Context: an optimization exercise on an open-source flow, tuned for small area and few clock cycles per item. The choices shown serve that exercise and are no tape-out recipe.
Only simulation tests tie the RTL to the original design; equivalence was not proved.
Power is estimated from default activity; no workload was simulated.

==> flow/config.mk <==
export PLATFORM = sky130hd
export DESIGN_NAME = rv32i_exec
export DESIGN_NICKNAME = rv32i_exec
export VERILOG_FILES = /design/flow/design.v
export SDC_FILE = /design/flow/constraint.sdc
export NUM_CORES = 4
export LEC_CHECK = 0
export CAP_MARGIN = 40
export CORE_MARGIN = 2
export CORE_UTILIZATION = 30
export SLEW_MARGIN = 20
export SYNTH_HIERARCHICAL = 1
==> flow/constraint.sdc <==
create_clock -name core_clock -period 6.5 [get_ports {clk_i}]
set_input_delay 1.3000 -clock core_clock [delete_from_list [all_inputs] [get_ports {clk_i}]]
set_output_delay 1.3000 -clock core_clock [all_outputs]
set_load 0.01 [all_outputs]
==> flow/design.v <==
package defs;
    typedef logic [31:0] data_t;
    typedef logic [4:0]  reg_addr_t;
    localparam logic [6:0] OP_LOAD   = 7'b0000011;
    localparam logic [6:0] OP_STORE  = 7'b0100011;
    localparam logic [6:0] OP_IMM    = 7'b0010011;
    localparam logic [6:0] OP_REG    = 7'b0110011;
    localparam logic [6:0] OP_BRANCH = 7'b1100011;
    localparam logic [6:0] OP_JAL    = 7'b1101111;
    localparam logic [6:0] OP_JALR   = 7'b1100111;
    localparam logic [6:0] OP_AUIPC  = 7'b0010111;
    localparam logic [6:0] OP_LUI    = 7'b0110111;
endpackage
`timescale 1ns/1ps
module reg_file
(
    input  logic            clk_i,
    input  logic            rst_i,
    input  defs::reg_addr_t ra1_i,
    input  defs::reg_addr_t ra2_i,
    output defs::data_t     rd1_o,
    output defs::data_t     rd2_o,
    input  logic            we_i,
    input  defs::reg_addr_t wa_i,
    input  defs::data_t     wd_i
);
    defs::data_t regs [1:31];
    logic [31:1] live;
    logic [31:1] wsel;
    logic [31:1] sel1;
    logic [31:1] sel2;
    always_comb begin
        for (int i = 1; i < 32; i++) begin
            wsel[i] = we_i && (wa_i == 5'(i));
            sel1[i] = live[i] && (ra1_i == 5'(i));
            sel2[i] = live[i] && (ra2_i == 5'(i));
        end
    end
    for (genvar b = 0; b < 32; b++) begin : g_bit
        logic [31:1] col;
        for (genvar i = 1; i < 32; i++) begin : g_col
            assign col[i] = regs[i][b];
        end
        rf_rbit u_r1 (.sel_i(sel1), .d_i(col), .q_o(rd1_o[b]));
        rf_rbit u_r2 (.sel_i(sel2), .d_i(col), .q_o(rd2_o[b]));
    end
    always_ff @(posedge clk_i) begin
        if (rst_i) begin
            live <= '0;
        end else begin
            live <= live | wsel;
        end
    end
    always_ff @(posedge clk_i) begin
        for (int i = 1; i < 32; i++) begin
            if (wsel[i]) begin
                regs[i] <= wd_i;
            end
        end
    end
endmodule
module rf_rbit
(
    input  logic [31:1] sel_i,
    input  logic [31:1] d_i,
    output logic        q_o
);
    logic [10:0] n;
    for (genvar k = 0; k < 10; k++) begin : g_grp
        rf_aoi3 u_g (.s_i(sel_i[3*k+3:3*k+1]), .d_i(d_i[3*k+3:3*k+1]), .y_o(n[k]));
    end
    assign n[10] = !(|(sel_i[31] & d_i[31]));
    assign q_o = !(&n);
endmodule
module rf_aoi3
(
    input  logic [2:0] s_i,
    input  logic [2:0] d_i,
    output logic       y_o
);
    assign y_o = !(|(s_i & d_i));
endmodule
`timescale 1ns/1ps
module alu
(
    input  defs::data_t a_i,
    input  defs::data_t b_i,
    input  logic        cin_i,
    input  logic [1:0]  grp_i,
    input  logic [2:0]  f3_i,
    input  logic        alt_i,
    output defs::data_t y_o
);
    defs::data_t p, g, s, sh;
    logic        cout;
    logic        ltu, lts, eq, taken;
    logic        is_arith;
    alu_add u_add (
        .a_i    (a_i),
        .b_i    (b_i),
        .cin_i  (cin_i),
        .p_o    (p),
        .g_o    (g),
        .s_o    (s),
        .cout_o (cout)
    );
    alu_shift u_shift (
        .a_i     (a_i),
        .shamt_i (b_i[4:0]),
        .left_i  (!f3_i[2]),
        .arith_i (alt_i),
        .y_o     (sh)
    );
    assign ltu = !cout;
    assign lts = (a_i[31] ^ b_i[31] ^ cin_i) ? a_i[31] : s[31];
    assign eq  = &p;
    always_comb begin
        case (f3_i)
            3'b000:  taken = eq;
            3'b001:  taken = !eq;
            3'b100:  taken = lts;
            3'b101:  taken = !lts;
            3'b110:  taken = ltu;
            3'b111:  taken = !ltu;
            default: taken = 1'b0;
        endcase
    end
    logic r_sum, r_sh, r_xor, r_or, r_and;
    assign is_arith = grp_i == 2'b01;
    assign r_sum = grp_i == 2'b10 || (is_arith && f3_i == 3'b000);
    assign r_sh  = is_arith && f3_i[1:0] == 2'b01;
    assign r_xor = is_arith && f3_i == 3'b100;
    assign r_or  = is_arith && f3_i == 3'b110;
    assign r_and = is_arith && f3_i == 3'b111;
    always_comb begin
        y_o = ({32{r_sum}} & s) | ({32{r_sh}} & sh) | ({32{r_xor}} & p) |
              ({32{r_or}} & (p | g)) | ({32{r_and}} & g);
        y_o[0] = y_o[0] | (is_arith && f3_i == 3'b010 && lts) |
                 (is_arith && f3_i == 3'b011 && ltu) | (grp_i == 2'b11 && taken);
    end
endmodule
module alu_add
(
    input  defs::data_t a_i,
    input  defs::data_t b_i,
    input  logic        cin_i,
    output defs::data_t p_o,
    output defs::data_t g_o,
    output defs::data_t s_o,
    output logic        cout_o
);
    logic [31:0] gp [0:5];
    logic [31:0] pp [0:5];
    assign p_o = a_i ^ b_i;
    assign g_o = a_i & b_i;
    always_comb begin
        gp[0] = g_o;
        pp[0] = p_o;
        gp[0][0] = g_o[0] | (p_o[0] & cin_i);
        for (int l = 0; l < 5; l++) begin
            for (int i = 0; i < 32; i++) begin
                if ((i >> l) & 1) begin
                    gp[l+1][i] = gp[l][i] | (pp[l][i] & gp[l][((i >> l) << l) - 1]);
                    pp[l+1][i] = pp[l][i] & pp[l][((i >> l) << l) - 1];
                end else begin
                    gp[l+1][i] = gp[l][i];
                    pp[l+1][i] = pp[l][i];
                end
            end
        end
    end
    assign s_o    = p_o ^ {gp[5][30:0], cin_i};
    assign cout_o = gp[5][31];
endmodule
module alu_shift
(
    input  defs::data_t a_i,
    input  logic [4:0]  shamt_i,
    input  logic        left_i,
    input  logic        arith_i,
    output defs::data_t y_o
);
    defs::data_t sh_in, sh_out;
    logic        fill;
    assign fill = arith_i && a_i[31] && !left_i;
    always_comb begin
        for (int i = 0; i < 32; i++) begin
            sh_in[i] = left_i ? a_i[31-i] : a_i[i];
        end
    end
    assign sh_out = defs::data_t'($signed({fill, sh_in}) >>> shamt_i);
    always_comb begin
        for (int i = 0; i < 32; i++) begin
            y_o[i] = left_i ? sh_out[31-i] : sh_out[i];
        end
    end
endmodule
`timescale 1ns/1ps
module rv32i_exec
(
    input  logic            clk_i,
    input  logic            rst_i,
    input  logic            instr_valid_i,
    output logic            instr_ready_o,
    input  defs::data_t     instr_i,
    input  defs::data_t     pc_i,
    output logic            retire_valid_o,
    input  logic            retire_ready_i,
    output defs::data_t     retire_pc_o,
    output defs::reg_addr_t retire_rd_o,
    output logic            retire_we_o,
    output defs::data_t     retire_data_o
);
    logic [6:0]      op;
    logic [2:0]      f3;
    defs::reg_addr_t rd, rs1, rs2;
    logic            is_reg, is_imm, is_lui, is_auipc, is_jal, is_jalr, is_load, is_store, is_branch;
    logic            is_arith, is_link, writes, sub;
    defs::data_t     imm_i, imm_s, imm_u;
    defs::data_t     rf_rd1, rf_rd2, rs1v, rs2v;
    defs::data_t     a_d, b_d;
    logic [1:0]      grp_d;
    defs::data_t     a_q, b_q;
    logic            cin_q;
    logic [1:0]      grp_q;
    logic [2:0]      f3_q;
    logic            alt_q;
    defs::reg_addr_t rd_q;
    defs::data_t     result;
    logic            handover;
    assign op  = instr_i[6:0];
    assign f3  = instr_i[14:12];
    assign rd  = instr_i[11:7];
    assign rs1 = instr_i[19:15];
    assign rs2 = instr_i[24:20];
    assign is_reg    = op == defs::OP_REG;
    assign is_imm    = op == defs::OP_IMM;
    assign is_lui    = op == defs::OP_LUI;
    assign is_auipc  = op == defs::OP_AUIPC;
    assign is_jal    = op == defs::OP_JAL;
    assign is_jalr   = op == defs::OP_JALR;
    assign is_load   = op == defs::OP_LOAD;
    assign is_store  = op == defs::OP_STORE;
    assign is_branch = op == defs::OP_BRANCH;
    assign is_arith  = is_reg || is_imm;
    assign is_link   = is_jal || is_jalr;
    assign writes    = is_arith || is_lui || is_auipc || is_link || is_load;
    assign imm_i = {{20{instr_i[31]}}, instr_i[31:20]};
    assign imm_s = {{20{instr_i[31]}}, instr_i[31:25], instr_i[11:7]};
    assign imm_u = {instr_i[31:12], 12'b0};
    assign instr_ready_o = !retire_valid_o || retire_ready_i;
    assign handover      = retire_valid_o && retire_ready_i;
    reg_file u_reg_file (
        .clk_i (clk_i),
        .rst_i (rst_i),
        .ra1_i (rs1),
        .ra2_i (rs2),
        .rd1_o (rf_rd1),
        .rd2_o (rf_rd2),
        .we_i  (handover),
        .wa_i  (rd_q),
        .wd_i  (result)
    );
    assign rs1v = (retire_valid_o && rd_q != '0 && rd_q == rs1) ? result : rf_rd1;
    assign rs2v = (retire_valid_o && rd_q != '0 && rd_q == rs2) ? result : rf_rd2;
    assign sub = is_branch || (is_arith && (f3 == 3'b010 || f3 == 3'b011)) ||
                 (is_reg && f3 == 3'b000 && instr_i[30]);
    always_comb begin
        a_d = rs1v;
        if (is_auipc || is_link) begin
            a_d = pc_i;
        end else if (is_lui) begin
            a_d = '0;
        end
    end
    always_comb begin
        b_d = imm_i;
        if (is_reg || is_branch) begin
            b_d = rs2v;
        end else if (is_store) begin
            b_d = imm_s;
        end else if (is_lui || is_auipc) begin
            b_d = imm_u;
        end else if (is_link) begin
            b_d = 32'd4;
        end
        if (sub) begin
            b_d = ~b_d;
        end
    end
    always_comb begin
        grp_d = 2'b00;
        if (is_arith) begin
            grp_d = 2'b01;
        end else if (is_lui || is_auipc || is_link || is_load || is_store) begin
            grp_d = 2'b10;
        end else if (is_branch) begin
            grp_d = 2'b11;
        end
    end
    always_ff @(posedge clk_i) begin
        if (rst_i) begin
            retire_valid_o <= 1'b0;
        end else if (instr_ready_o) begin
            retire_valid_o <= instr_valid_i;
        end
    end
    always_ff @(posedge clk_i) begin
        if (instr_ready_o) begin
            a_q         <= a_d;
            b_q         <= b_d;
            cin_q       <= sub;
            grp_q       <= grp_d;
            f3_q        <= f3;
            alt_q       <= instr_i[30];
            rd_q        <= writes ? rd : 5'd0;
            retire_pc_o <= pc_i;
        end
    end
    alu u_alu (
        .a_i   (a_q),
        .b_i   (b_q),
        .cin_i (cin_q),
        .grp_i (grp_q),
        .f3_i  (f3_q),
        .alt_i (alt_q),
        .y_o   (result)
    );
    assign retire_rd_o   = rd_q;
    assign retire_we_o   = rd_q != '0;
    assign retire_data_o = result;
endmodule
==> flow/run.sh <==
#!/bin/bash
# synth_recipe.tcl (not shown) runs the flow's synth.tcl, then flattens the netlist and writes it again
# the make line also repeats each setting of config.mk as NAME=value (left out here)
make -C /OpenROAD-flow-scripts/flow DESIGN_CONFIG=/design/flow/config.mk WORK_HOME=/design/flow/orfs CLKGATE_MAP_FILE= SYNTH_SCRIPT=/design/flow/synth_recipe.tcl finish
==> flow_metrics.tcl, run 1 <==
set metrics [dict create \
    synth_cells 3311 \
    rows 151 \
    vias 40430 \
    start_util_pct 30.26 \
    design.portCount 140 \
    first_iter_violations 10470 \
    critical_path.cell_chain "inv_1 -> fa_1 -> inv_1 -> fa_1 -> a211o_2 -> a21oi_2 -> o311a_2 -> a211oi_2 -> or3_1 -> o41ai_2 -> a21o_1 -> o21ai_0 -> o22a_1 -> mux2i_1 -> a211o_4 -> dlygate4sd2_1" \
    required_ns 5.20 \
    max_cap_violations 0 \
    rsz0062_at_grt "false" \
    cts_sinks 1132 \
    grt_pass1_vias 37550 \
    tns_ns 0 \
    drcViolationCount 0 \
    critPathSlowestCell "edfxtp_1" \
    insertion_delay_ns 0.77 \
    die_h_um 417.9 \
    dp_slack_ns 0.4650 \
    finalWorstSetupSlack_ns 0.1561 \
    ys_ff_latch 1132 \
    grt_pass1_wl_mm 293.8 \
    cp_slowest_stage_delay_ns 0.51 \
    postCtsSetupRepairBufs 0 \
    post_drt_wl_per_cell_um 35.85 \
    hold_viol 0 \
    fin_crit_ns 6.344 \
    slew_viol_final 0 \
    layout_common_cells "1100 x edfxtp_1, 640 x a222oi_1, 198 x nand2_1, 185 x buf_4, 143 x nand4_1" \
    seq_area_frac_synth_pct 65.51 \
    avgSynthCellArea_um2 15.52 \
    p_sw_share_pct 24.06 \
    grt-busiest-layer "met2" \
    multi_input_area_mm2 0.01724 \
    cts.clk_slew.worst_paths_ns 0.06 \
    worstPathArrival_ns 5.04 \
    grt_util_met2_pct 36.92 \
    critical_path.max_fanout 7 \
    ff_latch_area_mm2 0.03367 \
    p_int_mw 12.32 \
    clockRootBuffer "clkbuf_16" \
    clock_skew_ns 0.09085 \
    synth.net_count 3417 \
    drive_gt1_share_pct 15.58 \
    p_comb_share_pct 8.5 \
    relSlewSlack_pct 37.03 \
    die_w_um 417.9 \
    wirelength_mm 215.2 \
    die_area_mm2 0.1747 \
    antenna_found_initial 17 \
    final_nets 3790 \
    drt_first_pass_iters 12 \
    io_buffers 139 \
    tightest_slew_ns 0.9446 \
    worstSetupStartpointType "flip-flop" \
    grt_overflow_total 0 \
    core_mm2 0.1698 \
    pwr-share-seq_pct 50.6 \
    place_congestion 0.9388 \
    synth_warnings 14 \
    syn_area_mm2 0.05140 \
    ir_drop_uv 234.3 \
    drt-vias-per-instance 6.733 \
    cts_tree "done" \
    htree_levels 3 \
    fin_crit_sh_pct 97.60 \
    end_kind "output pin" \
    synthArstFlopShare_pct 0 \
    grt_max_degree 80 \
    outcome "complete, no violations" \
    synth.distinct_cells 107 \
    final_common_cell "edfxtp_1" \
    syn2layout_area_growth_pct 18.94 \
    power.switching_mw 3.902 \
    path_class "reg2out" \
    clockBufferDepth 3 \
    setup_viol 0 \
    cts_hold_buf 0 \
    synth_edf_count 1100 \
    powerDensity_mw_per_mm2 265.3 \
    grt_use_total_pct 23.56 \
    dp_hpwl_mm 144.5 \
    cts_buffers 114 \
    met3_usage_pct 6.024 \
    cellLeakagePower_nw 21.01 \
    fmax_mhz 157.6 \
    hold_path_class "reg2reg" \
    drtAntennaViolNets 0 \
    fill_cells 15980 \
    met1_usage_pct 30.69 \
    synth_ff_type "edfxtp_1" \
    pwr-share-clk_pct 40.8 \
]
## synthesized netlist by cell type (16+ instances only)
cell	instances	share of area (%)
edfxtp_1	1100	64
a222oi_1	640	12
nand2_1	198	1.4
nand4_1	143	1.7
mux2i_1	94	1.8
nor2_1	80	0.58
and3_1	73	0.89
a2111o_1	66	1.4
o21ai_0	63	0.61
inv_1	61	0.45
xnor2_1	51	0.87
o22ai_1	41	0.50
clkbuf_1	39	0.28
a21oi_1	38	0.37
buf_2	37	0.36
a22o_1	34	0.58
mux4_2	34	1.5
dfxtp_1	32	1.2
ha_1	32	0.78
a221o_2	28	0.61
mux2_2	26	0.57
nor3_1	25	0.24
nand3_1	21	0.20
nor2b_1	21	0.26
o221ai_2	20	0.58
a221oi_1	16	0.27
a31oi_1	16	0.19
## per-module statistics from Yosys, one instance, submodules excluded
module / flip-flops and latches / area, µm²
alu: 0 / 978.4
alu_add: 0 / 1488
alu_shift: 0 / 3686
reg_file: 1023 / 31660
rf_aoi3: 0 / 10.01
rf_rbit: 0 / 27.53
rv32i_exec: 109 / 5424
## routing by layer
layer | part of all wire (%) | up-vias
li1 | - | 16070
met3 | 14 | 516
met2 | 45 | 3456
met4 | 5.0 | 18
met1 | 36 | 20360
met5 | 0.059 | -
## area by class of cell
cell class              count  share of cell area [%]
clock buffers             146                   4.965
diodes                      6                 0.02456
inverters                  65                  0.4032
well taps                2218                   4.539
clock inverters            66                   1.113
flip-flops and latches   1132                   55.08
repair buffers            362                   5.683
multi-input cells        2009                   28.20
## flip-flops by register name, summed over array words and instances, names as in the netlist
signal / count
u_reg_file.regs: 992
grp_q: 2
rd_q: 5
alt_q: 1
b_q: 32
retire_valid_o: 1
a_q: 32
u_reg_file.live: 31
cin_q: 1
f3_q: 3
retire_pc_o: 32
## critical path: cells and delay by family (launching register included)
kind	cells	cell delay [ns]
AOI/OAI and AO/OA	9	2.05
adders and majority gates	2	0.63
buffers and inverters	3	0.53
DFF	1	0.51
and+or+nand+nor	1	0.38
muxes	1	0.13
## power groups by stage
stage | combinational [mW] | clock, mW | sequential (mW)
after floorplan | 0.712 | 0 | 8.36
after global placement | 1.33 | 0 | 8.37
after detailed placement | 1.34 | 0 | 8.37
after CTS | 1.35 | 6.66 | 8.21
after global routing | 1.44 | 6.93 | 8.21
final | 1.38 | 6.62 | 8.21
## logic make-up after synthesis
group | after synthesis | share of synthesized area [%]
AO/OA/AOI/OAI | 1090 | 19.91
XOR/XNOR | 65 | 1.108
adder cells (fa/ha/maj) | 39 | 1.032
buffers and inverters | 170 | 1.609
flip-flops | 1132 | 65.51
multiplexers | 158 | 3.985
AND/OR/NAND/NOR | 657 | 6.845
## path summary, 6_finish.rpt
kind | start | endpoint | slack, ns | depth (start not counted)
max | a_q[0]$_DFFE_PP_ | retire_data_o[0] | 0.16 | 16
max reg2reg | a_q[0]$_DFFE_PP_ | b_q[0]$_DFFE_PP_ | 1.25 | 18
min reg2reg | u_reg_file.live[24]$_SDFF_PP0_ | u_reg_file.live[24]$_SDFF_PP0_ | 0.49 | 2
min | u_reg_file.live[24]$_SDFF_PP0_ | u_reg_file.live[24]$_SDFF_PP0_ | 0.49 | 2
## per-stage QoR
step / hold slack [ns] / area, µm² / instances / power [mW] / utilization (%)
finish: 0.4851 / 61140 / 6004 / 16.22 / 36.00
global route: 0.5045 / 61120 / 5999 / 16.59 / 35.99
CTS: 0.4823 / 61040 / 5993 / 16.22 / 35.94
detailed placement: 0.4726 / 57300 / 5781 / 9.713 / 33.74
global placement: 0.4654 / 56810 / 5755 / 9.700 / 33.45
floorplan: 0.4563 / 51400 / 3311 / 9.067 / -
## repair_timing
item                                    4_1_cts  5_1_grt
endpoints found under the hold margin         0        0
pin swaps                                     0        1
endpoints found under the setup margin        2        6
resized for setup                             6        4
Testbench counts, summed over its fixed seeds: cycles 16,008, items 16,000.
==> run 2, diff against run 1 <==
--- a/flow/design.v
+++ b/flow/design.v
@@ -22,7 +22,10 @@
     output defs::data_t     rd2_o,
     input  logic            we_i,
     input  defs::reg_addr_t wa_i,
-    input  defs::data_t     wd_i
+    input  defs::data_t     wd_i,
+    input  logic            fwd1_i,
+    input  logic            fwd2_i,
+    input  defs::data_t     fwd_data_i
 );
     defs::data_t regs [1:31];
     logic [31:1] live;
@@ -32,8 +35,8 @@
     always_comb begin
         for (int i = 1; i < 32; i++) begin
             wsel[i] = we_i && (wa_i == 5'(i));
-            sel1[i] = live[i] && (ra1_i == 5'(i));
-            sel2[i] = live[i] && (ra2_i == 5'(i));
+            sel1[i] = live[i] && !fwd1_i && (ra1_i == 5'(i));
+            sel2[i] = live[i] && !fwd2_i && (ra2_i == 5'(i));
         end
     end
     for (genvar b = 0; b < 32; b++) begin : g_bit
@@ -41,8 +44,8 @@
         for (genvar i = 1; i < 32; i++) begin : g_col
             assign col[i] = regs[i][b];
         end
-        rf_rbit u_r1 (.sel_i(sel1), .d_i(col), .q_o(rd1_o[b]));
-        rf_rbit u_r2 (.sel_i(sel2), .d_i(col), .q_o(rd2_o[b]));
+        rf_rbit u_r1 (.sel_i({fwd1_i, sel1}), .d_i({fwd_data_i[b], col}), .q_o(rd1_o[b]));
+        rf_rbit u_r2 (.sel_i({fwd2_i, sel2}), .d_i({fwd_data_i[b], col}), .q_o(rd2_o[b]));
     end
     always_ff @(posedge clk_i) begin
         if (rst_i) begin
@@ -61,15 +64,15 @@
 endmodule
 module rf_rbit
 (
-    input  logic [31:1] sel_i,
-    input  logic [31:1] d_i,
+    input  logic [32:1] sel_i,
+    input  logic [32:1] d_i,
     output logic        q_o
 );
     logic [10:0] n;
     for (genvar k = 0; k < 10; k++) begin : g_grp
         rf_aoi3 u_g (.s_i(sel_i[3*k+3:3*k+1]), .d_i(d_i[3*k+3:3*k+1]), .y_o(n[k]));
     end
-    assign n[10] = !(|(sel_i[31] & d_i[31]));
+    rf_aoi2 u_g2 (.s_i(sel_i[32:31]), .d_i(d_i[32:31]), .y_o(n[10]));
     assign q_o = !(&n);
 endmodule
 module rf_aoi3
@@ -80,6 +83,14 @@
 );
     assign y_o = !(|(s_i & d_i));
 endmodule
+module rf_aoi2
+(
+    input  logic [1:0] s_i,
+    input  logic [1:0] d_i,
+    output logic       y_o
+);
+    assign y_o = !(|(s_i & d_i));
+endmodule
 `timescale 1ns/1ps
 module alu
 (
@@ -107,8 +118,7 @@
     alu_shift u_shift (
         .a_i     (a_i),
         .shamt_i (b_i[4:0]),
-        .left_i  (!f3_i[2]),
-        .arith_i (alt_i),
+        .fill_i  (alt_i && f3_i[2] && a_i[31]),
         .y_o     (sh)
     );
     assign ltu = !cout;
@@ -125,15 +135,22 @@
             default: taken = 1'b0;
         endcase
     end
-    logic r_sum, r_sh, r_xor, r_or, r_and;
+    defs::data_t sh_rev;
+    always_comb begin
+        for (int i = 0; i < 32; i++) begin
+            sh_rev[i] = sh[31-i];
+        end
+    end
+    logic r_sum, r_sl, r_sr, r_xor, r_or, r_and;
     assign is_arith = grp_i == 2'b01;
     assign r_sum = grp_i == 2'b10 || (is_arith && f3_i == 3'b000);
-    assign r_sh  = is_arith && f3_i[1:0] == 2'b01;
+    assign r_sl  = is_arith && f3_i == 3'b001;
+    assign r_sr  = is_arith && f3_i == 3'b101;
     assign r_xor = is_arith && f3_i == 3'b100;
     assign r_or  = is_arith && f3_i == 3'b110;
     assign r_and = is_arith && f3_i == 3'b111;
     always_comb begin
-        y_o = ({32{r_sum}} & s) | ({32{r_sh}} & sh) | ({32{r_xor}} & p) |
+        y_o = ({32{r_sum}} & s) | ({32{r_sr}} & sh) | ({32{r_sl}} & sh_rev) | ({32{r_xor}} & p) |
               ({32{r_or}} & (p | g)) | ({32{r_and}} & g);
         y_o[0] = y_o[0] | (is_arith && f3_i == 3'b010 && lts) |
                  (is_arith && f3_i == 3'b011 && ltu) | (grp_i == 2'b11 && taken);
@@ -176,24 +193,10 @@
 (
     input  defs::data_t a_i,
     input  logic [4:0]  shamt_i,
-    input  logic        left_i,
-    input  logic        arith_i,
+    input  logic        fill_i,
     output defs::data_t y_o
 );
-    defs::data_t sh_in, sh_out;
-    logic        fill;
-    assign fill = arith_i && a_i[31] && !left_i;
-    always_comb begin
-        for (int i = 0; i < 32; i++) begin
-            sh_in[i] = left_i ? a_i[31-i] : a_i[i];
-        end
-    end
-    assign sh_out = defs::data_t'($signed({fill, sh_in}) >>> shamt_i);
-    always_comb begin
-        for (int i = 0; i < 32; i++) begin
-            y_o[i] = left_i ? sh_out[31-i] : sh_out[i];
-        end
-    end
+    assign y_o = defs::data_t'($signed({fill_i, a_i}) >>> shamt_i);
 endmodule
 `timescale 1ns/1ps
 module rv32i_exec
@@ -220,6 +223,8 @@
     defs::data_t     rf_rd1, rf_rd2, rs1v, rs2v;
     defs::data_t     a_d, b_d;
     logic [1:0]      grp_d;
+    logic            fwd1, fwd2;
+    logic            is_sll;
     defs::data_t     a_q, b_q;
     logic            cin_q;
     logic [1:0]      grp_q;
@@ -259,15 +264,25 @@
         .rd2_o (rf_rd2),
         .we_i  (handover),
         .wa_i  (rd_q),
-        .wd_i  (result)
+        .wd_i  (result),
+        .fwd1_i     (fwd1),
+        .fwd2_i     (fwd2),
+        .fwd_data_i (result)
     );
-    assign rs1v = (retire_valid_o && rd_q != '0 && rd_q == rs1) ? result : rf_rd1;
-    assign rs2v = (retire_valid_o && rd_q != '0 && rd_q == rs2) ? result : rf_rd2;
+    assign fwd1 = retire_valid_o && rd_q != '0 && rd_q == rs1;
+    assign fwd2 = retire_valid_o && rd_q != '0 && rd_q == rs2;
+    assign rs1v = rf_rd1;
+    assign rs2v = rf_rd2;
     assign sub = is_branch || (is_arith && (f3 == 3'b010 || f3 == 3'b011)) ||
                  (is_reg && f3 == 3'b000 && instr_i[30]);
+    assign is_sll = is_arith && f3 == 3'b001;
     always_comb begin
         a_d = rs1v;
-        if (is_auipc || is_link) begin
+        if (is_sll) begin
+            for (int i = 0; i < 32; i++) begin
+                a_d[i] = rs1v[31-i];
+            end
+        end else if (is_auipc || is_link) begin
             a_d = pc_i;
         end else if (is_lui) begin
             a_d = '0;
--- a/flow/config.mk
+++ b/flow/config.mk
@@ -7,6 +7,8 @@
 export LEC_CHECK = 0
 export CAP_MARGIN = 40
 export CORE_MARGIN = 2
-export CORE_UTILIZATION = 30
+export CORE_UTILIZATION = 55
+export CTS_BUF_LIST = sky130_fd_sc_hd__clkbuf_8
+export CTS_CLUSTER_SIZE = 20
 export SLEW_MARGIN = 20
 export SYNTH_HIERARCHICAL = 1
==> run 2 against run 1 <==
Effect of this change: hold slack improved by 0.0015 ns; non-clock buffer count rose by 24; register-to-register slack got worse by 0.16 ns; combinational power fell by 16%; via count rose by 4.8%; critical path depth fell by 2; critical endpoint is now retire_data_o[8].
==> flow_metrics.tcl, run 2 <==
set metrics [dict create \
    cts_buffers 180 \
    max_cap_violations 0 \
    tns_ns 0 \
    design.portCount 140 \
    synth_cells 3183 \
    cts_hold_buf 0 \
    dp_hpwl_mm 150.1 \
    drt-vias-per-instance 8.474 \
    holdWs_ns 0.4866 \
    die_w_um 306.7 \
    required_ns 5.20 \
    fmax_mhz 156.4 \
    layout.cells.non_filler 5000 \
    clock_skew_ns 0.04244 \
    drtAntennaViolNets 0 \
    holdPathStages 2 \
    htree_levels 4 \
    cellLeakagePower_nw 20.39 \
    antenna_found_initial 15 \
    vias 42370 \
    synth_area_leaders "edfxtp_1 66%, a222oi_1 13%, nand4_1 1.7%" \
    synth_most_common_cell "edfxtp_1" \
    synth_ff_type "edfxtp_1" \
    start_util_pct 55.24 \
    grt_overflow_total 0 \
    clockBufferDepth 3 \
    met1_length_mm 73.14 \
    critical_path.max_fanout 3 \
    insertion_delay_ns 0.91 \
    drive_gt1_share_pct 19.03 \
    die_h_um 306.7 \
    seq_area_frac_synth_pct 66.80 \
    clockRootBuffer "clkbuf_8" \
    powerDensity_mw_per_mm2 259.5 \
    rows 111 \
    setup_viol 0 \
    synth_top_area_cell "edfxtp_1" \
    fin_crit_sh_pct 98.40 \
    relSlewSlack_pct 34.40 \
    place_congestion 1.004 \
    ir_drop_uv 213.5 \
    cts_tree "done" \
    die_area_mm2 0.09408 \
    rsz0062_at_grt "false" \
    first_iter_violations 12910 \
    worstPathArrival_ns 5.10 \
    synth.distinct_cells 105 \
    outcome "complete, no violations" \
    worstSetupStartpointType "flip-flop" \
    fin_crit_ns 6.396 \
    met3_length_mm 42.06 \
    final_nets 3764 \
    grt_pass1_wl_mm 306.0 \
    avgSynthCellArea_um2 15.84 \
    ys_ff_latch 1132 \
    rr_worst_depth 21 \
    synth_top_cell_area_share_pct 65.53 \
    hold_viol 0 \
    end_kind "output pin" \
    slew_viol_final 0 \
    grt_pass1_vias 38920 \
    synth_warnings 13 \
    grt_use_total_pct 46.91 \
    drt_first_pass_iters 15 \
    path_class "reg2out" \
    top_register "u_reg_file.regs" \
    cts.clk_slew.worst_paths_ns 0.07 \
    core_mm2 0.09125 \
    synth_commonest_cells "1100 x edfxtp_1, 642 x a222oi_1, 138 x nand4_1" \
    design_power_total_mw 15.28 \
    tightest_slew_ns 0.9816 \
    cts_sinks 1132 \
    syn2layout_area_growth_pct 16.83 \
    synth.net_count 3289 \
    syn_area_mm2 0.05041 \
    grt_max_degree 54 \
    wirelength_mm 225.3 \
    synth_edf_count 1100 \
    largest_reg_flops 992 \
    wl_met2_mm 91.72 \
    hold_path_class "reg2reg" \
    layout_common_cells "1100 x edfxtp_1, 642 x a222oi_1, 203 x buf_4, 188 x clkbuf_8" \
    io_buffers 139 \
    post_drt_wl_per_cell_um 45.07 \
    maxUsedRoutingLayer "met5" \
    synthArstFlopShare_pct 0 \
    final_common_cell "edfxtp_1" \
    dp.cells 4657 \
    drcViolationCount 0 \
]
-- run 2: modules after synthesis (local to each module, per instance) --
module	copies in the design	cell area, µm²
alu	1	1149
reg_file	1	31720
alu_shift	1	2108
alu_add	1	1488
rf_aoi3	640	10.01
rv32i_exec	1	5212
rf_aoi2	64	12.51
rf_rbit	64	23.77
-- run 2: through the flow --
stage	area (µm²)	setup slack (ns)	utilization (%)
final	58890	0.1042	64.54
after floorplan	50440	0.8591	-
after global routing	58870	0.01213	64.52
after global placement	54730	0.1874	59.98
after CTS	58760	0.02361	64.40
after detailed placement	55350	0.3538	60.66
-- run 2: cells by family (layout without fill, tap and decap cells) --
group / count (synthesis) / count (layout) / synth area share, %
flip-flops: 1132 / 1132 / 66.80
AO/OA/AOI/OAI: 1059 / 1059 / 19.61
AND/OR/NAND/NOR: 651 / 651 / 7.395
buffers and inverters: 153 / 774 / 1.527
multiplexers: 85 / 85 / 2.497
XOR/XNOR: 64 / 64 / 1.112
adder cells (fa/ha/maj): 39 / 39 / 1.055
other: 0 / 10 / 0
-- run 2: final cells by class --
| type | count | area [µm²] |
|---|---|---|
| clock buffers | 188 | 2587 |
| diodes | 10 | 25.02 |
| flip-flops and latches | 1132 | 33670 |
| repair buffers | 386 | 3700 |
| clock inverters | 140 | 809.5 |
| inverters | 60 | 225.2 |
| multi-input cells | 1898 | 16390 |
| fillers | 6512 | 32360 |
| well taps | 1186 | 1484 |
-- run 2: layer usage --
metal | track usage [%] | up-vias
met1 | 60.24 | 20680
met5 | 0.6718 | -
met2 | 65.03 | 4866
met3 | 20.37 | 985
li1 | - | 15820
met4 | 29.96 | 24
-- run 2: worst max-delay path: stages, from the launching register on --
cell and delay (ns):
edfxtp_1 0.44, inv_1 0.12, fa_1 0.18, inv_1 0.05, fa_1 0.41, a211o_2 0.34
a221o_2 0.42, a21oi_1 0.24, nor2b_1 0.09, nor2_1 0.13, fa_1 0.42, inv_1 0.06
nand2_1 0.05, nand3_1 0.56, clkdlybuf4s50_1 0.67
-- run 2: repair_timing --
action,CTS,global route
endpoints found under the hold margin,0,0
gates resized for setup,4,4
setup endpoints to repair,2,7
gates cloned,0,0
buffers inserted,0,0
pin swaps,0,0
-- run 2: final timing paths --
path,start,slack (ns),endpoint
worst max-delay path,a_q[0]$_DFFE_PP_,0.10,retire_data_o[8]
worst min-delay path,u_reg_file.live[21]$_SDFF_PP0_,0.49,u_reg_file.live[21]$_SDFF_PP0_
worst max register to register,a_q[0]$_DFFE_PP_,1.09,a_q[0]$_DFFE_PP_
worst min register to register,u_reg_file.live[21]$_SDFF_PP0_,0.49,u_reg_file.live[21]$_SDFF_PP0_
-- run 2: power breakdown --
part | internal [mW] | total, mW | leakage, nW | switching (mW)
Clock | 2.94 | 5.88 | 1.91 | 2.94
Sequential | 8.16 | 8.24 | 11.1 | 0.0878
Combinational | 0.367 | 1.16 | 7.42 | 0.794
Testbench counts of run 2, summed over its fixed seeds: cycles 16,008, items 16,000.
==> run 3, diff against run 2 <==
--- a/flow/config.mk
+++ b/flow/config.mk
@@ -7,8 +7,9 @@
 export LEC_CHECK = 0
 export CAP_MARGIN = 40
 export CORE_MARGIN = 2
-export CORE_UTILIZATION = 55
-export CTS_BUF_LIST = sky130_fd_sc_hd__clkbuf_8
-export CTS_CLUSTER_SIZE = 20
+export CORE_UTILIZATION = 45
+export CTS_BUF_LIST = sky130_fd_sc_hd__clkbuf_16
+export CTS_CLUSTER_DIAMETER = 50
+export CTS_CLUSTER_SIZE = 14
 export SLEW_MARGIN = 20
 export SYNTH_HIERARCHICAL = 1
==> run 3 against run 2 <==
Effect of this change: still clean; synthesized cell count stayed put; first-iteration DRC count is 10% lower; core utilization is 11 points lower.
==> flow_metrics.tcl, run 3 <==
set metrics [dict create \
    post_cts_resized 0 \
    synth_edf_count 1100 \
    cts_buffers 113 \
    final_common_cell "edfxtp_1" \
    cts_hold_buf 0 \
    hold_path_class "reg2reg" \
    clockBufferDepth 3 \
    relSlewSlack_pct 33.12 \
    place_congestion 1.033 \
    worstSetupStartpointType "flip-flop" \
    io_buffers 139 \
    drt-vias-per-instance 7.909 \
    cts_tree "done" \
    max_cap_violations 0 \
    die_area_mm2 0.1147 \
    critical_path.max_fanout 53 \
    synth_area_leaders "edfxtp_1 66%, a222oi_1 13%, nand4_1 1.7%" \
    fin_crit_ns 6.214 \
    wirelength_mm 220.8 \
    dp_slack_ns 0.1573 \
    top_register "u_reg_file.regs" \
    slew_viol_final 0 \
    seq_area_frac_synth_pct 66.80 \
    grt_overflow_total 0 \
    synthArstFlopShare_pct 0 \
    drcViolationCount 0 \
    worstPathArrival_ns 4.91 \
    clock_skew_ns 0.04438 \
    dp_hpwl_mm 148.9 \
    syn_area_mm2 0.05041 \
    synth_most_common_cell "edfxtp_1" \
    synth_top_cell_area_share_pct 65.53 \
    grt_pass1_vias 38280 \
    start_util_pct 45.48 \
    synth.distinct_cells 105 \
    synth_top_area_cell "edfxtp_1" \
    synth_ff_type "edfxtp_1" \
    setup_viol 0 \
    synth_warnings 13 \
    syn2layout_area_growth_pct 18.17 \
    htree_levels 3 \
    grt_pass1_wl_mm 301.5 \
    powerDensity_mw_per_mm2 266.1 \
    core_mm2 0.1108 \
    synth.net_count 3289 \
    insertion_delay_ns 0.73 \
    rsz0062_at_grt "false" \
    drt_first_pass_iters 15 \
    tightest_slew_ns 1.003 \
    largest_reg_flops 992 \
    grt_max_degree 54 \
    end_kind "output pin" \
    finalWorstSetupSlack_ns 0.2861 \
    rows 122 \
    hold_viol 0 \
    synth_cells 3183 \
    antenna_found_initial 11 \
    final_nets 3694 \
    clockRootBuffer "clkbuf_16" \
    cellLeakagePower_nw 20.33 \
    grt_use_total_pct 37.19 \
    vias 40840 \
    ys_ff_latch 1132 \
    postCtsSetupRepairBufs 0 \
    fmax_mhz 160.9 \
    layout_common_cells "1100 x edfxtp_1, 642 x a222oi_1, 200 x buf_4, 138 x nand4_1, 138 x clkdlybuf4s50_1" \
    die_h_um 338.7 \
    fin_crit_sh_pct 95.60 \
    ir_drop_uv 218.2 \
    fill_cells 8972 \
    required_ns 5.20 \
    drtAntennaViolNets 0 \
    path_class "reg2out" \
    die_w_um 338.7 \
    avgSynthCellArea_um2 15.84 \
    outcome "complete, no violations" \
    cts_sinks 1132 \
    tns_ns 0 \
    design.portCount 140 \
    first_iter_violations 11610 \
    drive_gt1_share_pct 17.96 \
    synth_commonest_cells "1100 x edfxtp_1, 642 x a222oi_1, 138 x nand4_1" \
    cts.clk_slew.worst_paths_ns 0.07 \
    post_drt_wl_per_cell_um 42.76 \
]
-- run 3: cell counts after synthesis --
Identical to the previous run, type by type.
-- run 3: routing by layer --
layer / GRT usage (%) / vias up / routed length [µm]
met5: 0.9167 / - / 205
met1: 47.36 / 20200 / 73320
met4: 23.95 / 10 / 18020
met2: 53.27 / 4163 / 91920
li1: - / 15650 / -
met3: 13.82 / 819 / 37350
-- run 3: path summary, 6_finish.rpt --
| check | startpoint | endpoint | slack (ns) | cells after the start |
|---|---|---|---|---|
| min | u_reg_file.live[1]$_SDFF_PP0_ | u_reg_file.live[1]$_SDFF_PP0_ | 0.49 | 2 |
| min reg2reg | u_reg_file.live[1]$_SDFF_PP0_ | u_reg_file.live[1]$_SDFF_PP0_ | 0.49 | 2 |
| max reg2reg | b_q[5]$_DFFE_PP_ | b_q[0]$_DFFE_PP_ | 0.75 | 18 |
| max | b_q[1]$_DFFE_PP_ | retire_data_o[13] | 0.29 | 7 |
-- run 3: kinds of logic (layout without fill, tap and decap cells) --
logic type	Yosys count	after routing	share of synthesized area [%]
simple gates	651	651	7.395
other cells	0	6	0
compound gates	1059	1059	19.61
buf+inv	153	640	1.527
mux	85	85	2.497
flops	1132	1132	66.80
fa+ha+maj	39	39	1.055
xor+xnor	64	64	1.112
-- run 3: critical path, stage by stage (launching register included) --
cell and delay, ns:
edfxtp_1 0.53, buf_6 0.50, mux2i_1 0.29, mux4_2 0.52
a221oi_1 0.85, a22oi_1 0.20, nand3_1 0.59, clkdlybuf4s50_1 0.67
-- run 3: final cells by class --
class,count,area (µm²),area share [%]
clock inverter,82,775.7,1.302
sequential,1132,33670,56.53
clock buffer,115,2878,4.832
inverter,60,225.2,0.3781
timing repair buffer,383,3734,6.268
tap,1488,1862,3.126
multi-input combinational,1898,16400,27.54
antenna,6,15.01,0.02521
-- run 3: stage by stage --
step / utilization, % / hold slack (ns) / area [µm²] / total power [mW] / std cells
global placement: 49.68 / 0.4700 / 55050 / 9.461 / 4919
finish: 53.75 / 0.4905 / 59560 / 15.85 / 5164
CTS: 53.54 / 0.4847 / 59330 / 15.84 / 5147
floorplan: - / 0.4563 / 50440 / 8.931 / 3183
detailed placement: 50.24 / 0.4719 / 55680 / 9.483 / 4950
global route: 53.73 / 0.5020 / 59550 / 16.21 / 5158
-- run 3: where the power goes --
| part | internal (mW) | switching (mW) |
|---|---|---|
| sequential | 8.15 | 0.0885 |
| combinational | 0.363 | 0.761 |
| clock | 3.57 | 2.92 |
| total | 12.1 | 3.77 |
-- run 3: modules after synthesis, one instance, submodules excluded, a selection --
module	copies in the design	flops+latches	cell area, µm²
rv32i_exec	1	109	5212
alu_shift	1	0	2108
rf_aoi3	640	0	10.01
alu_add	1	0	1488
rf_rbit	64	0	23.77
reg_file	1	1023	31720
==> run 4, diff against run 3 <==
==> flow/flow/run.sh (new file) <==
#!/bin/bash
# The standard layout, with the smallest buffer on the ports.
set -euo pipefail
cd "$(dirname "$0")/.."
bash ./standard.sh "BUFFER_PORTS_ARGS=-buffer_cell sky130_fd_sc_hd__buf_1" finish > orfs_make.log 2>&1
==> flow/standard.sh (new file) <==
#!/bin/bash
# synth_recipe.tcl (not shown) runs the flow's synth.tcl, then flattens the netlist and writes it again
# the make line also repeats each setting of config.mk as NAME=value (left out here)
make -C /OpenROAD-flow-scripts/flow DESIGN_CONFIG=/design/flow/config.mk WORK_HOME=/design/flow/orfs CLKGATE_MAP_FILE= SYNTH_SCRIPT=/design/flow/synth_recipe.tcl "${@:-finish}"
--- a/flow/config.mk
+++ b/flow/config.mk
@@ -9,7 +9,7 @@
 export CORE_MARGIN = 2
 export CORE_UTILIZATION = 45
 export CTS_BUF_LIST = sky130_fd_sc_hd__clkbuf_16
-export CTS_CLUSTER_DIAMETER = 50
-export CTS_CLUSTER_SIZE = 14
+export CTS_CLUSTER_DIAMETER = 60
+export CTS_CLUSTER_SIZE = 20
 export SLEW_MARGIN = 20
 export SYNTH_HIERARCHICAL = 1
removed: flow/run.sh
==> run 4 against run 3 <==
Effect of this change: wire length shrank 0.14%; clock skew increased by 0.013 ns; global-route usage shrank 0.14 points; die area unchanged; cell count fell by 0.68%; power fell by 4.2%; maximum frequency decreased by 2.9%; clock power decreased by 9.1%; sequential power hardly changed; largest cell class unchanged.
==> flow_metrics.tcl, run 4 <==
set metrics [dict create \
    final_common_cell "edfxtp_1" \
    cts_sinks 1132 \
    drt-vias-per-instance 7.991 \
    core_mm2 0.1108 \
    cts.clk_slew.worst_paths_ns 0.08 \
    setup_viol 0 \
    avgSynthCellArea_um2 15.84 \
    io_buffers 139 \
    synth_ff_type "edfxtp_1" \
    largest_reg_flops 992 \
    seq_area_frac_synth_pct 66.80 \
    syn_area_mm2 0.05041 \
    fin_crit_ns 6.402 \
    rsz0062_at_grt "false" \
    synth_warnings 13 \
    synth.net_count 3289 \
    die_area_mm2 0.1147 \
    die_h_um 338.7 \
    clock_skew_ns 0.05709 \
    synthArstFlopShare_pct 0 \
    wirelength_mm 220.5 \
    reg2reg_slack_ns 0.86 \
    synth_edf_count 1100 \
    required_ns 5.20 \
    fmax_mhz 156.2 \
    postCtsSetupRepairBufs 0 \
    die_w_um 338.7 \
    first_iter_violations 11640 \
    place_congestion 1.047 \
    finalWorstSetupSlack_ns 0.09763 \
    synth.distinct_cells 105 \
    synth_area_leaders "edfxtp_1 66%, a222oi_1 13%, nand4_1 1.7%" \
    rows 122 \
    worstPathArrival_ns 5.10 \
    hold_path_class "reg2reg" \
    dp_hpwl_mm 146.9 \
    tightest_slew_ns 1.029 \
    layout_common_cells "1100 x edfxtp_1, 642 x a222oi_1, 186 x buf_4, 139 x buf_1, 138 x nand4_1" \
    ys_ff_latch 1132 \
    synth_top_area_cell "edfxtp_1" \
    grt_max_degree 65 \
    end_kind "output pin" \
    synth_most_common_cell "edfxtp_1" \
    synth_top_cell_area_share_pct 65.53 \
    path_class "reg2out" \
    tns_ns 0 \
    syn2layout_area_growth_pct 15.11 \
    critPathCapture "retire_data_o[0]" \
    relSlewSlack_pct 31.42 \
    grt_use_total_pct 37.04 \
    rr_worst_depth 18 \
    start_util_pct 45.48 \
    powerDensity_mw_per_mm2 261.8 \
    htree_levels 3 \
    fin_crit_sh_pct 98.50 \
    final_nets 3661 \
    antenna_found_initial 20 \
    dp.cells 4944 \
    synth_cells 3183 \
    grt_pass1_vias 38000 \
    dp_slack_ns 0.4464 \
    fin_util_pct 52.36 \
    vias 40990 \
    ir_drop_uv 182.6 \
    clockRootBuffer "clkbuf_16" \
    insertion_delay_ns 0.72 \
    clockBufferDepth 3 \
    cts_tree "done" \
    holdWs_ns 0.4865 \
    critPathLaunch "a_q[5]$_DFFE_PP_" \
    design.portCount 140 \
    slew_viol_final 0 \
    timing.rr.start "a_q[5]$_DFFE_PP_" \
    critical_path.max_fanout 6 \
    drtAntennaViolNets 0 \
    drive_gt1_share_pct 17.39 \
    drt_first_pass_iters 15 \
    r2r_end "b_q[0]$_DFFE_PP_" \
    layout.cells.non_filler 5129 \
    max_cap_violations 0 \
    cts_buffers 93 \
    grt_overflow_total 0 \
    grt_pass1_wl_mm 300.1 \
    cellLeakagePower_nw 19.60 \
    synth_commonest_cells "1100 x edfxtp_1, 642 x a222oi_1, 138 x nand4_1" \
    worstSetupStartpointType "flip-flop" \
    drcViolationCount 0 \
    outcome "complete, no violations" \
    hold_viol 0 \
    top_register "u_reg_file.regs" \
    post_drt_wl_per_cell_um 42.99 \
]
## run 4: cell count changes in the layout (fill, tap and decap cells not counted), moves of 5 or more
cell | previous run | this run
buf_1 | 0 | 139
clkdlybuf4s50_1 | 138 | 0
clkbuf_16 | 115 | 94
buf_4 | 200 | 186
inv_1 | 77 | 64
buf_12 | 11 | 18
buf_8 | 11 | 4
inv_8 | 3 | 10
diode_2 | 6 | 12
bufinv_16 | 8 | 3
## run 4: report_power, final
part           switching (mW)  total [mW]  internal [mW]
Combinational           0.773        1.07          0.295
Clock                    2.98        5.89           2.91
Sequential             0.0864        8.23           8.14
Total                    3.84        15.2           11.3
## run 4: routing by layer
metal	vias to the layer above	routed length [µm]	global-route usage, %
li1	15590	-	-
met1	20180	74990	47.64
met2	4336	90030	52.27
met3	861	36620	13.49
met4	18	18200	24.30
met5	-	656	3.667
## run 4: worst min path at each step
stage | start | end | depth (start not counted)
3_3_place_gp | u_reg_file.live[10]$_SDFF_PP0_ | u_reg_file.live[10]$_SDFF_PP0_ | 2
3_5_place_dp | u_reg_file.live[27]$_SDFF_PP0_ | u_reg_file.live[27]$_SDFF_PP0_ | 2
2_1_floorplan | u_reg_file.live[10]$_SDFF_PP0_ | u_reg_file.live[10]$_SDFF_PP0_ | 2
4_1_cts | u_reg_file.live[27]$_SDFF_PP0_ | u_reg_file.live[27]$_SDFF_PP0_ | 2
5_1_grt | u_reg_file.live[13]$_SDFF_PP0_ | u_reg_file.live[13]$_SDFF_PP0_ | 2
6_report | u_reg_file.live[27]$_SDFF_PP0_ | u_reg_file.live[27]$_SDFF_PP0_ | 2
## run 4: modules after synthesis, one instance, submodules excluded, a selection
| module | flops+latches | copies in the design | cells inside | area (µm²) |
|---|---|---|---|---|
| rf_aoi2 | 0 | 64 | 1 | 12.51 |
| rv32i_exec | 109 | 1 | 385 | 5212 |
| reg_file | 1023 | 1 | 1246 | 31720 |
| rf_rbit | 0 | 64 | 4 | 23.77 |
| alu | 0 | 1 | 182 | 1149 |
| alu_add | 0 | 1 | 183 | 1488 |
## run 4: cell type report
| cell class | instances | area (µm²) |
|---|---|---|
| inverter | 60 | 225.2 |
| fill | 9065 | 52800 |
| clock buffer | 94 | 2352 |
| clock inverter | 75 | 764.5 |
| tap | 1488 | 1862 |
| timing repair buffer | 370 | 2735 |
| multi-input combinational | 1898 | 16380 |
| antenna | 12 | 30.03 |
| sequential | 1132 | 33670 |
## run 4: cells by family after synthesis
| kind of cell | share of synthesized area (%) |
|---|---|
| xor+xnor | 1.112 |
| compound gates | 19.61 |
| mux | 2.497 |
| flops | 66.80 |
| simple gates | 7.395 |
| buf+inv | 1.527 |
| fa+ha+maj | 1.055 |
## run 4: timing repair
action | in CTS | in global routing
hold buffers | 0 | 0
setup endpoints to repair | 0 | 1
resized for setup | 0 | 1
hold endpoints to repair | 0 | 0
## run 4: worst max-delay path: stages (launching register included)
cell and delay (ns):
edfxtp_1 0.82, ha_1 0.45, a2111o_1 0.42, a21oi_2 0.22, o311a_2 0.29, a211oi_1 0.11, nor3_2 0.31, o21ai_1 0.16
a21o_1 0.23, maj3_2 0.32, mux2i_1 0.18, xnor2_1 0.12, o211ai_4 0.51, buf_1 0.22
## run 4: through the flow
| stage | power, mW | instance area (µm²) |
|---|---|---|
| 3_5_place_dp | 9.424 | 54820 |
| 4_1_cts | 15.17 | 57930 |
| 3_3_place_gp | 9.406 | 54200 |
| 5_1_grt | 15.50 | 58000 |
| 2_1_floorplan | 8.931 | 50440 |
| 6_report | 15.19 | 58020 |
==> run 5, diff against run 4 <==
==> flow/flow/run.sh (replaced) <==
#!/bin/bash
# The standard layout with two changes: the smallest buffer on the ports,
# and a clock tree of larger sink clusters without dummy loads.
set -euo pipefail
cd "$(dirname "$0")/.."
CTS="-sink_clustering_enable -repair_clock_nets -dont_use_dummy_load -buf_list sky130_fd_sc_hd__clkbuf_16 -sink_clustering_size 24 -sink_clustering_max_diameter 60"
bash ./standard.sh "BUFFER_PORTS_ARGS=-buffer_cell sky130_fd_sc_hd__buf_1" "CTS_ARGS=$CTS" finish > orfs_make.log 2>&1
==> flow/config.mk (replaced) <==
export PLATFORM = sky130hd
export DESIGN_NAME = rv32i_exec
export DESIGN_NICKNAME = rv32i_exec
export VERILOG_FILES = /design/flow/design.v
export SDC_FILE = /design/flow/constraint.sdc
export NUM_CORES = 4
export LEC_CHECK = 0
export CAP_MARGIN = 20
export CORE_MARGIN = 2
export CORE_UTILIZATION = 45
export SLEW_MARGIN = 20
export SYNTH_HIERARCHICAL = 1
==> run 5 against run 4 <==
Effect of this change: combinational power about the same; first-iteration DRC count is 1.3% lower; design area fell by 2.2%; non-clock buffer count is 30 lower; maximum frequency rose by 1.7%; sequential power hardly changed; critical path depth unchanged; critical path type unchanged.
==> flow_metrics.tcl, run 5 <==
set metrics [dict create \
    cts_buffers 95 \
    design.portCount 140 \
    syn_area_mm2 0.05041 \
    grt_pass1_vias 37570 \
    max_cap_violations 0 \
    synth_top_area_cell "edfxtp_1" \
    fin_area_mm2 0.05676 \
    dp_slack_ns 0.4918 \
    ys_ff_latch 1132 \
    tns_ns 0 \
    clockRootBuffer "clkbuf_16" \
    synthArstFlopShare_pct 0 \
    cts_tree "done" \
    finalWorstSetupSlack_ns 0.2063 \
    vias 40660 \
    final_common_cell "edfxtp_1" \
    rr_worst_depth 18 \
    critPathCapture "retire_data_o[0]" \
    cp_slowest_stage_delay_ns 0.65 \
    hold_viol 0 \
    outcome "complete, no violations" \
    cts_sinks 1132 \
    place_congestion 1.047 \
    reg2reg_slack_ns 0.85 \
    synth_cells 3183 \
    syn2layout_area_growth_pct 12.61 \
    drt-vias-per-instance 8.088 \
    critical_path.cell_chain "ha_1 -> and4_1 -> and3_1 -> nand2b_1 -> a311oi_1 -> or3_1 -> o41ai_2 -> a21o_1 -> maj3_2 -> mux2i_1 -> xnor2_1 -> o211ai_4 -> buf_1" \
    layout.cells.non_filler 5027 \
    grt_pass1_wl_mm 298.5 \
    antenna_found_initial 15 \
    cellLeakagePower_nw 18.99 \
    critPathLaunch "a_q[23]$_DFFE_PP_" \
    relSlewSlack_pct 15.06 \
    htree_levels 3 \
    final_nets 3633 \
    placed_area_mm2 0.05426 \
    synth.distinct_cells 105 \
    r2r_end "b_q[0]$_DFFE_PP_" \
    worstSetupStartpointType "flip-flop" \
    holdWs_ns 0.4862 \
    critical_path.max_fanout 9 \
    cts.clk_slew.worst_paths_ns 0.07 \
    fin_crit_ns 6.294 \
    grt_max_degree 74 \
    die_area_mm2 0.1147 \
    seq_area_frac_synth_pct 66.80 \
    drt_first_pass_iters 17 \
    setup_viol 0 \
    synth_warnings 13 \
    required_ns 5.20 \
    synth_area_leaders "edfxtp_1 66%, a222oi_1 13%, nand4_1 1.7%" \
    ir_drop_uv 202.1 \
    fin_crit_sh_pct 96.83 \
    synth_edf_count 1100 \
    slew_viol_final 0 \
    top_register "u_reg_file.regs" \
    dp_hpwl_mm 144.0 \
    post_drt_wl_per_cell_um 43.69 \
    io_buffers 139 \
    drive_gt1_share_pct 15.26 \
    clock_skew_ns 0.1184 \
    die_h_um 338.7 \
    synth_ff_type "edfxtp_1" \
    hold_path_class "reg2reg" \
    die_w_um 338.7 \
    drtAntennaViolNets 0 \
    grt_use_total_pct 36.91 \
    synth_commonest_cells "1100 x edfxtp_1, 642 x a222oi_1, 138 x nand4_1" \
    synth_most_common_cell "edfxtp_1" \
    largest_reg_flops 992 \
    avgSynthCellArea_um2 15.84 \
    fmax_mhz 158.9 \
    rsz0062_at_grt "false" \
    timing.rr.start "a_q[23]$_DFFE_PP_" \
    end_kind "output pin" \
    cts_hold_buf 0 \
    synth.net_count 3289 \
    wirelength_mm 219.6 \
    critPathSlowestCell "edfxtp_1" \
    design_power_total_mw 14.33 \
    first_iter_violations 11490 \
    insertion_delay_ns 0.73 \
    fin_util_pct 51.22 \
    rows 122 \
    path_class "reg2out" \
    clockBufferDepth 3 \
    tightest_slew_ns 1.271 \
    core_mm2 0.1108 \
    start_util_pct 45.48 \
    worstPathArrival_ns 4.99 \
    drcViolationCount 0 \
    grt_overflow_total 0 \
    layout_common_cells "1100 x edfxtp_1, 642 x a222oi_1, 188 x buf_4, 139 x buf_1, 138 x nand4_1" \
    synth_top_cell_area_share_pct 65.53 \
    dp.cells 4913 \
    powerDensity_mw_per_mm2 252.5 \
]
## run 5: changes by cell type in the layout (fill, tap and decap cells not counted), moves of 7 or more
cell	change
buf_12	-7
buf_16	-8
buf_6	-9
clkinv_2	-8
clkinvlp_4	-7
inv_6	-19
inv_8	-10
## run 5: layout make-up
type                       count  area, µm²
fill                        9163      54060
sequential                  1132      33670
multi-input combinational   1898      16380
clock buffer                  95       2377
timing repair buffer         340       2208
tap                         1488       1862
inverter                      60      225.2
antenna                       14      35.03
## run 5: kinds of logic (layout without fill, tap and decap cells)
family | Yosys count | count (layout) | synth area share [%]
adders and majority gates | 39 | 39 | 1.055
DFF | 1132 | 1132 | 66.80
xor gates and xnor gates | 64 | 64 | 1.112
and+or+nand+nor | 651 | 651 | 7.395
AOI/OAI and AO/OA | 1059 | 1059 | 19.61
buffers and inverters | 153 | 495 | 1.527
other | 0 | 14 | 0
muxes | 85 | 85 | 2.497
## run 5: routing by layer
| metal | up-vias | global-route usage (%) | part of all wire [%] |
|---|---|---|---|
| met5 | - | 1.208 | 0.18 |
| met4 | 8 | 24.08 | 8.2 |
| met3 | 855 | 14.43 | 17 |
| met2 | 4204 | 52.10 | 41 |
| met1 | 20160 | 47.05 | 33 |
| li1 | 15440 | - | - |
## run 5: critical path: cells and delay by family (launching register included)
family	cells	cell delay, ns
flops	1	0.65
compound gates	4	1.23
buf+inv	1	0.23
mux	1	0.18
simple gates	4	0.93
xor+xnor	1	0.13
fa+ha+maj	2	0.91
## run 5: worst min path at each step
stage | to | slack [ns] | start | depth (start not counted)
2_1_floorplan | u_reg_file.live[10]$_SDFF_PP0_ | 0.46 | u_reg_file.live[10]$_SDFF_PP0_ | 2
3_3_place_gp | u_reg_file.live[10]$_SDFF_PP0_ | 0.46 | u_reg_file.live[10]$_SDFF_PP0_ | 2
3_5_place_dp | u_reg_file.live[27]$_SDFF_PP0_ | 0.47 | u_reg_file.live[27]$_SDFF_PP0_ | 2
4_1_cts | u_reg_file.live[27]$_SDFF_PP0_ | 0.48 | u_reg_file.live[27]$_SDFF_PP0_ | 2
5_1_grt | u_reg_file.live[9]$_SDFF_PP0_ | 0.51 | u_reg_file.live[9]$_SDFF_PP0_ | 2
6_report | u_reg_file.live[27]$_SDFF_PP0_ | 0.49 | u_reg_file.live[27]$_SDFF_PP0_ | 2
## run 5: power by group
group          leakage, nW  total (mW)  switching [mW]  internal [mW]
clock                 1.17        5.03            2.47           2.56
combinational         6.75        1.07           0.776          0.292
sequential            11.1        8.23          0.0825           8.15
total                 19.0        14.3            3.33           11.0
## run 5: modules after synthesis (local to each module, per instance)
| module | copies in the design | cells inside | flip-flops and latches |
|---|---|---|---|
| rv32i_exec | 1 | 385 | 109 |
| rf_rbit | 64 | 4 | 0 |
| alu | 1 | 182 | 0 |
| rf_aoi2 | 64 | 1 | 0 |
| reg_file | 1 | 1246 | 1023 |
| alu_shift | 1 | 227 | 0 |
| alu_add | 1 | 183 | 0 |
| rf_aoi3 | 640 | 1 | 0 |
## run 5: repair_timing
| action | CTS | global route |
|---|---|---|
| resized for setup | 0 | 2 |
| setup endpoints to repair | 0 | 1 |
| buffers inserted | 0 | 3 |
==> run 6, diff against run 5 <==
--- a/flow/design.v
+++ b/flow/design.v
@@ -166,28 +166,32 @@
     output defs::data_t s_o,
     output logic        cout_o
 );
-    logic [31:0] gp [0:5];
-    logic [31:0] pp [0:5];
     assign p_o = a_i ^ b_i;
     assign g_o = a_i & b_i;
+    logic [31:0] cg, cp;
     always_comb begin
-        gp[0] = g_o;
-        pp[0] = p_o;
-        gp[0][0] = g_o[0] | (p_o[0] & cin_i);
+        cg = g_o;
+        cp = p_o;
+        cg[0] = g_o[0] | (p_o[0] & cin_i);
         for (int l = 0; l < 5; l++) begin
             for (int i = 0; i < 32; i++) begin
-                if ((i >> l) & 1) begin
-                    gp[l+1][i] = gp[l][i] | (pp[l][i] & gp[l][((i >> l) << l) - 1]);
-                    pp[l+1][i] = pp[l][i] & pp[l][((i >> l) << l) - 1];
-                end else begin
-                    gp[l+1][i] = gp[l][i];
-                    pp[l+1][i] = pp[l][i];
+                if ((i % (2 << l)) == (2 << l) - 1) begin
+                    cg[i] = cg[i] | (cp[i] & cg[i - (1 << l)]);
+                    cp[i] = cp[i] & cp[i - (1 << l)];
+                end
+            end
+        end
+        for (int l = 3; l >= 0; l--) begin
+            for (int i = 0; i < 32; i++) begin
+                if ((i % (2 << l)) == (1 << l) - 1 && i >= (2 << l)) begin
+                    cg[i] = cg[i] | (cp[i] & cg[i - (1 << l)]);
+                    cp[i] = cp[i] & cp[i - (1 << l)];
                 end
             end
         end
     end
-    assign s_o    = p_o ^ {gp[5][30:0], cin_i};
-    assign cout_o = gp[5][31];
+    assign s_o    = p_o ^ {cg[30:0], cin_i};
+    assign cout_o = cg[31];
 endmodule
 module alu_shift
 (
==> run 6 against run 5 <==
Effect of this change: die area decreased by 0.30%; clock power barely moved; wire length increased by 1.5%; critical path depth rose by 4; count of clock-buffer cells in the layout down 1; flip-flop and latch count unchanged; non-clock buffer count fell by 11; hold slack got worse by 0.0067 ns; maximum frequency grew 0.21%; cell count shrank 1.1%; via count down 0.53%; first-iteration DRC count up 0.85%; critical endpoint unchanged.
==> flow_metrics.tcl, run 6 <==
set metrics [dict create \
    outcome "complete, no violations" \
    antenna_found_initial 19 \
    seq_area_frac_synth_pct 67.00 \
    drive_gt1_share_pct 14.74 \
    syn_area_mm2 0.05025 \
    synth.distinct_cells 90 \
    finalWorstSetupSlack_ns 0.2194 \
    fin_util_pct 50.95 \
    p_sw_share_pct 23.21 \
    vias 40450 \
    wirelength_mm 222.9 \
    io_buffers 139 \
    clockBufferDepth 3 \
    start_util_pct 45.41 \
    grt_pass1_vias 37700 \
    clockRootBuffer "clkbuf_16" \
    htree_levels 3 \
    crit_path_frequent_cell "fa_1" \
    hold_path_class "reg2reg" \
    cts_hold_buf 0 \
    cp_slowest_stage_delay_ns 0.42 \
    fin_crit_sh_pct 96.62 \
    synth_commonest_cells "1100 x edfxtp_1, 642 x a222oi_1, 140 x nand4_1" \
    place_congestion 0.9675 \
    critical_path.max_fanout 4 \
    synth_edf_count 1100 \
    synth.net_count 3267 \
    insertion_delay_ns 0.72 \
    worstPathArrival_ns 4.98 \
    cts.clk_slew.worst_paths_ns 0.09 \
    powerDensity_mw_per_mm2 252.9 \
    fmax_mhz 159.2 \
    fin_area_mm2 0.05639 \
    slew_viol_final 0 \
    die_w_um 338.2 \
    dp_slack_ns 0.4792 \
    ff_latch_area_mm2 0.03367 \
    worstSetupStartpointType "flip-flop" \
    power.switching_mw 3.310 \
    final_nets 3599 \
    syn2layout_area_growth_pct 12.21 \
    critical_path.cell_chain "inv_1 -> fa_1 -> inv_1 -> fa_1 -> a211oi_1 -> o21ai_2 -> o2111ai_2 -> o22a_1 -> o31a_1 -> o21ai_1 -> fa_1 -> xor2_1 -> maj3_2 -> mux2i_1 -> xnor2_1 -> o211ai_4 -> clkbuf_2" \
    p_int_mw 10.95 \
    grt_max_degree 62 \
    dp_hpwl_mm 146.6 \
    first_iter_violations 11590 \
    drtAntennaViolNets 0 \
    placed_area_mm2 0.05402 \
    top_register "u_reg_file.regs" \
    tns_ns 0 \
    grt_use_total_pct 37.66 \
    synth_most_common_cell "edfxtp_1" \
    synthArstFlopShare_pct 0 \
    p_comb_share_pct 7.2 \
    layout_common_cells "1100 x edfxtp_1, 642 x a222oi_1, 184 x buf_4, 140 x nand4_1, 138 x buf_1" \
    pwr-share-clk_pct 35.1 \
    ir_drop_uv 189.6 \
    grt_overflow_total 0 \
    fill_cells 9070 \
    pwr-share-seq_pct 57.8 \
    required_ns 5.20 \
    end_kind "output pin" \
    synth_top_area_cell "edfxtp_1" \
    design.portCount 140 \
    ys_ff_latch 1132 \
    clock_skew_ns 0.09165 \
    cts_sinks 1132 \
    cellLeakagePower_nw 18.87 \
    max_cap_violations 0 \
    drcViolationCount 0 \
    fin_crit_ns 6.281 \
    core_mm2 0.1107 \
    cts_tree "done" \
    synth_top_cell_area_share_pct 65.73 \
    holdWs_ns 0.4795 \
    synth_warnings 11 \
    path_class "reg2out" \
    synth_cells 3150 \
    drt-vias-per-instance 8.133 \
    critPathSlowestCell "fa_1" \
    die_area_mm2 0.1144 \
    multi_input_area_mm2 0.01620 \
    cts_buffers 94 \
    die_h_um 338.2 \
    rows 122 \
    avgSynthCellArea_um2 15.95 \
    grt_pass1_wl_mm 303.4 \
    tightest_slew_ns 1.334 \
    hold_viol 0 \
    final_common_cell "edfxtp_1" \
    largest_reg_flops 992 \
    post_drt_wl_per_cell_um 44.83 \
    drt_first_pass_iters 14 \
    relSlewSlack_pct 11.07 \
    setup_viol 0 \
    synth_area_leaders "edfxtp_1 66%, a222oi_1 13%, nand4_1 1.7%" \
    synth_ff_type "edfxtp_1" \
    rsz0062_at_grt "false" \
]
[run 6: cell types whose count changed in the layout (fill, tap and decap cells not counted), sizes merged, moves of 8 or more]
cell	previous run	this run
xnor2	54	45
buf	340	328
inv	59	67
nor2	101	89
diode	14	5
fa	6	17
[run 6: per-module statistics from Yosys, one instance, submodules excluded]
module	cell area (µm²)	copies in the design	cells inside	flip-flops and latches
alu	1149	1	182	0
alu_add	1336	1	150	0
alu_shift	2108	1	227	0
reg_file	31720	1	1246	1023
rf_aoi2	12.51	64	1	0
rf_aoi3	10.01	640	1	0
rf_rbit	23.77	64	4	0
rv32i_exec	5212	1	385	109
[run 6: cells by family after synthesis]
group,after synthesis,share of synthesized area [%]
xor gates and xnor gates,60,1.046
buffers and inverters,161,1.591
muxes,85,2.505
AOI/OAI and AO/OA,1040,19.27
and+or+nand+nor,622,7.086
adders and majority gates,50,1.496
DFF,1132,67.00
[run 6: worst paths after layout]
check / startpoint / endpoint / slack [ns] / cells past startpoint
max: b_q[0]$_DFFE_PP_ / retire_data_o[0] / 0.22 / 17
min: u_reg_file.live[13]$_SDFF_PP0_ / u_reg_file.live[13]$_SDFF_PP0_ / 0.48 / 2
max reg2reg: b_q[0]$_DFFE_PP_ / a_q[0]$_DFFE_PP_ / 0.82 / 22
min reg2reg: u_reg_file.live[13]$_SDFF_PP0_ / u_reg_file.live[13]$_SDFF_PP0_ / 0.48 / 2
[run 6: metrics by stage]
stage	power, mW	cells
after CTS	14.23	4968
after floorplan	8.900	3150
after global placement	9.367	4872
after global routing	14.57	4968
final	14.26	4973
after detailed placement	9.382	4874
[run 6: worst max-delay path, delay by kind of cell (launching register included)]
kind / cells / cell delay (ns)
XOR/XNOR: 2 / 0.31
adder cells (fa/ha/maj): 4 / 1.34
AO/OA/AOI/OAI: 7 / 1.60
multiplexers: 1 / 0.16
buffers and inverters: 3 / 0.45
flip-flops: 1 / 0.40
[run 6: cell type report]
cell class | instances | area share, %
diodes | 5 | 0.02219
clock buffers | 94 | 4.171
inverters | 68 | 0.4526
multi-input cells | 1857 | 28.72
flip-flops and latches | 1132 | 59.71
well taps | 1488 | 3.302
repair buffers | 329 | 3.617
[run 6: what timing repair did]
item                                    4_1_cts  5_1_grt
endpoints found under the setup margin        0        1
resized for setup                             0        2
buffers inserted                              0        0
[run 6: power groups by stage]
stage / clock [mW] / sequential, mW / combinational, mW
after floorplan: 0 / 8.36 / 0.540
after global placement: 0 / 8.39 / 0.975
after detailed placement: 0 / 8.39 / 0.990
after CTS: 5.00 / 8.23 / 0.993
after global routing: 5.27 / 8.24 / 1.07
final: 5.00 / 8.24 / 1.02
[run 6: metal layers]
layer	track usage (%)	wire length, µm	up-vias
met2	53.36	92220	4410
met1	48.88	74970	19900
met5	0	210	-
met4	23.53	17330	26
li1	-	-	15250
met3	13.97	38200	860
Testbench counts of run 6, summed over its fixed seeds: cycles 16,008, items 16,000.

## static timing again, ports no longer ideal
How much do the figures lean on ideal ports? The routed layouts below were timed once more, with nothing changed but the port constraints. Step 1 (the two cells are an assumption about what drives the block):
set clk [get_ports {clk_i}]
set_driving_cell -lib_cell sky130_fd_sc_hd__clkbuf_16 $clk
set_driving_cell -lib_cell sky130_fd_sc_hd__buf_2 [delete_from_list [all_inputs] $clk]
Step 2, shift: input delay + t, output delay - t, t = (earliest + latest rising clock arrival at the registers) / 2. This alone moves slack from input paths to output paths. Three values: no drivers, after step 1, after step 2; two values: the first two.
| run | t, ns | setup slack, ns | worst slew at a driven data input, ns |
|---|---|---|---|
| run 1 | 0.803 | 0.156 / 0.076 / 0.809 | 0.10 |
| run 2 | 0.946 | 0.104 / 0.041 / 0.035 | 0.06 |
| run 3 | 0.772 | 0.286 / 0.220 / -0.200 | 0.06 |
| run 4 | 0.774 | 0.098 / 0.018 / 0.094 | 0.05 |
| run 5 | 0.743 | 0.206 / 0.133 / 0.164 | 0.04 |
| run 6 | 0.747 | 0.219 / 0.149 / 0.383 | 0.04 |
Met with ideal ports but missed after step 2: setup timing in run 3. For run 3, which loses most, drivers alone change the setup slack by -0.066 ns; drivers and shift together by -0.486 ns.
